From an optimization exercise on the open Yosys and OpenROAD flow, aimed at small area, a short achievable clock period and few clock cycles; shortcuts taken in it are not production practice. Only simulation tests tie the RTL to the original design; equivalence was not proved. No activity file was given, so power comes from the tool's default toggle rates.

## the reference run
// mips_mc_core
module mips_mc_core #(
    parameter logic [31:0] RESET_PC = 32'h0000_0000,
    parameter logic [4:0]  DBG_REG  = 5'd2
) (
    input  logic                  clk,
    input  logic                  rst,
    input  logic                  en,
    output logic                  mem_req,
    output logic                  mem_we,
    output logic [31:0]           mem_addr,
    output logic [31:0]           mem_wdata,
    input  logic [31:0]           mem_rdata,
    input  logic                  mem_ack,
    output logic [31:0]           pc,
    output logic [31:0]           dbg_reg,
    output logic                  halted
);
    localparam logic TRAP_EN = 1'b1;
    localparam logic [5:0] OP_R = 6'h00, OP_J = 6'h02, OP_JAL = 6'h03, OP_BEQ = 6'h04;
    localparam logic [5:0] OP_BNE = 6'h05, OP_ADDI = 6'h08, OP_ADDIU = 6'h09, OP_SLTI = 6'h0A;
    localparam logic [5:0] OP_SLTIU = 6'h0B, OP_ANDI = 6'h0C, OP_ORI = 6'h0D, OP_XORI = 6'h0E;
    localparam logic [5:0] OP_LUI = 6'h0F, OP_LW = 6'h23, OP_SW = 6'h2B;
    localparam logic [5:0] F_SLL = 6'h00, F_SRL = 6'h02, F_SRA = 6'h03, F_JR = 6'h08;
    localparam logic [5:0] F_ADD = 6'h20, F_ADDU = 6'h21, F_SUB = 6'h22, F_SUBU = 6'h23;
    localparam logic [5:0] F_AND = 6'h24, F_OR = 6'h25, F_XOR = 6'h26, F_NOR = 6'h27;
    localparam logic [5:0] F_SLT = 6'h2A, F_SLTU = 6'h2B;
    function automatic logic [32:0] ks_add32(input logic [31:0] a, input logic [31:0] b,
                                             input logic ci);
        logic [31:0] g, p, gg, pp, gn, pn;
        g = a & b;
        p = a ^ b;
        g[0] = g[0] | (p[0] & ci);
        gg = g;
        pp = p;
        for (int d = 1; d < 32; d = d * 2) begin
            gn = gg;
            pn = pp;
            for (int i = d; i < 32; i++) begin
                gn[i] = gg[i] | (pp[i] & gg[i - d]);
                pn[i] = pp[i] & pp[i - d];
            end
            gg = gn;
            pp = pn;
        end
        for (int i = 0; i < 32; i++)
  ...
Size in the first run: about 170 I/O pins.
clock: 8.0 ns
lec_check: 0
cap_margin: 35
core_margin: 2
core_utilization: 38
place_density: 0.55
setup_slack_margin: 4.2
slew_margin: 30
run.sh (not shown) runs the stock make flow with config.mk's settings and CLKGATE_MAP_FILE= SYNTH_SCRIPT=/design/flow/synth_recipe.tcl, a recipe that flattens the netlist after the stock synthesis.
Testbench counts of the reference run, summed over its fixed seeds: cycles 130,410.
[inputs] the trial run vs the reference run
--- a/flow/design.v
+++ b/flow/design.v
@@ -91,19 +91,19 @@
     logic        dv_q, dill_q, dredir_q, djr31_q;
     logic [31:0] ir_q, dtgt_q;
     logic [31:1] rs_oh_q, rt_oh_q;          
     logic        rs_whit_q, rt_whit_q, rs_ehz_q, rt_ehz_q;
     logic        ev_q, eeq_q, emis_eq_q, emis_neq_q, ejr_q, elate_q;
     logic [31:0] a_q, bx_q, b_q, ealt_q;
     logic        e_sub_q, e_sum_q, e_and_q, e_or_q, e_xor_q, e_nor_q, e_slt_q, e_sltu_q;
     logic        e_sh_q, e_passb_q, e_ovfchk_q, e_we_q, e_lw_q, e_sw_q, e_shl_q, e_sha_q, e_wr31_q;
     logic        e_slow_q;                  
-    logic [4:0]  e_dst_q, e_shamt_q, e_rt_q;
+    logic [4:0]  e_dst_q, e_shamt_q;
     logic        wv_q;
     logic [4:0]  widx_q;
     logic [31:0] wdata_q;
     logic        mv_q, mwe_q;
     logic [4:0]  mrt_q;
     logic [31:2] maddr_q;
     logic [31:0] mwdata_q;
     logic [31:0] sum, alu_res, sh_in, sh_out, sh_res;
     logic        alu_ovf, lt_s, lt_u, e_we, e_eq, late_mis, cout;
@@ -324,57 +324,54 @@
                     e_lw_q     <= (d_op == OP_LW);
                     e_sw_q     <= (d_op == OP_SW);
                     e_shl_q    <= (d_fn[1:0] == 2'b00);
                     e_sha_q    <= d_fn[0] && d_fn[1];
                     e_wr31_q   <= d_wr31;
                     e_dst_q    <= d_dst;
                     e_shamt_q  <= ir_q[10:6];
                     e_slow_q   <= (d_is_r ? (d_fn == F_ADD || d_fn == F_SUB) : (d_op == OP_ADDI)) ||
                                   (d_op == OP_LW);
-                    e_rt_q     <= d_rt;
                 end
-                mrt_q    <= e_rt_q;
+                mrt_q    <= e_dst_q;           
                 maddr_q  <= sum[31:2];
                 mwdata_q <= b_q;
             end
         end
     end
     always_ff @(posedge clk) begin
         if (rst) begin
             wv_q <= 1'b0;
         end else begin
             wv_q <= adv && (mv_q ? (!mwe_q && mrt_q != 5'd0) : e_we);
         end
     end
     always_ff @(posedge clk) begin
-        if (adv) begin
-            widx_q  <= mv_q ? mrt_q : e_dst_q;
-            wdata_q <= mv_q ? mem_rdata : alu_res;
-        end
+        widx_q  <= mv_q ? mrt_q : e_dst_q;
+        wdata_q <= mv_q ? mem_rdata : alu_res;
     end
     logic       n_wv_x;
     logic [4:0] n_widx, n_rs, n_rt;
     logic       d_wr_any;
     assign n_wv_x   = mv_q ? (!mwe_q && mrt_q != 5'd0) : e_we;
     assign n_widx   = mv_q ? mrt_q : e_dst_q;
     assign n_rs     = (!mv_q && d_take) ? mem_rdata[25:21] : d_rs;
     assign n_rt     = (!mv_q && d_take) ? mem_rdata[20:16] : d_rt;
     assign d_wr_any = d_writes || (d_op == OP_LW && d_rt != 5'd0);
     always_ff @(posedge clk) begin
         if (rst) begin
             rs_whit_q <= 1'b0;
             rt_whit_q <= 1'b0;
             rs_ehz_q  <= 1'b0;
             rt_ehz_q  <= 1'b0;
-        end else if (adv) begin
-            rs_whit_q <= n_wv_x && (n_widx == n_rs);
-            rt_whit_q <= n_wv_x && (n_widx == n_rt);
-            if (!mv_q) begin
+        end else begin
+            rs_whit_q <= adv && n_wv_x && (n_widx == n_rs);
+            rt_whit_q <= adv && n_wv_x && (n_widx == n_rt);
+            if (adv && !mv_q) begin
                 rs_ehz_q <= d_move && d_wr_any && (d_dst == mem_rdata[25:21]);
                 rt_ehz_q <= d_move && d_wr_any && (d_dst == mem_rdata[20:16]);
             end
         end
     end
     logic [31:0] w_data;
     logic [31:1] w_en;
     always_comb begin
         w_data = rst ? 32'd0 : wdata_q;
--- outcome ---
- Power density of the placed cells for the trial run: about 4% down relative to the reference run
- Setup slack after layout, the reference run and the trial run: smaller value in the trial run
- The trial run reports its path type of the worst setup path as in -> reg while the reference run reports reg -> reg.
- Row fraction of the mapped netlist area in compound gates: the trial run lower / the reference run higher
- Number of diodes: the trial run < the reference run
- The trial run against the reference run: number of setup buffers added after CTS rose by 35, share of total power in combinational logic fell by 2.6 points.
- The run showing the greater count of clock-buffer cells in the layout is the trial run.
- Higher combinational power among the reference run and the trial run: the reference run
- Compared with the reference run, the trial run shows a die extent in x that is about 0.6% lower.
- The lower final design utilization came out of the reference run.
- Where internal power summed over all cells is concerned, the reference run is outperformed by the trial run.
- The reference run -> the trial run: total via count after detailed routing decreased slightly
Testbench counts of the trial run, summed over its fixed seeds: cycles 130,410.

## separate check: timing with driven ports
No port has a modelled driver above. Below, the same layouts with a new extraction and two added sets of constraints.
Step 1: set_driving_cell puts a clkbuf_16 on clk and a buf_2 on each other input, an assumption about the parent block.
Step 2, shift: input delay + t, output delay - t, t = (earliest + latest rising clock arrival at the registers) / 2. This alone moves slack from input paths to output paths.
Slacks: no drivers / after step 1 / after step 2; pairs: no drivers / after step 1.
run | t, ns | setup slack, ns | worst hold slack (ns) | worst setup path at the end | cell pins on the clock port's net
the reference run | 0.907 | 4.036 / 4.033 / 3.369 | 0.415 / 0.415 / 0.415 | input to register | 1
the trial run | 0.911 | 3.902 / 3.925 / 3.015 | 0.415 / 0.415 / 0.415 | input to register | 1
After both steps setup and hold are still met in every run listed. For the trial run, which loses most, drivers alone change the setup slack by +0.023 ns; drivers and shift together by -0.887 ns.
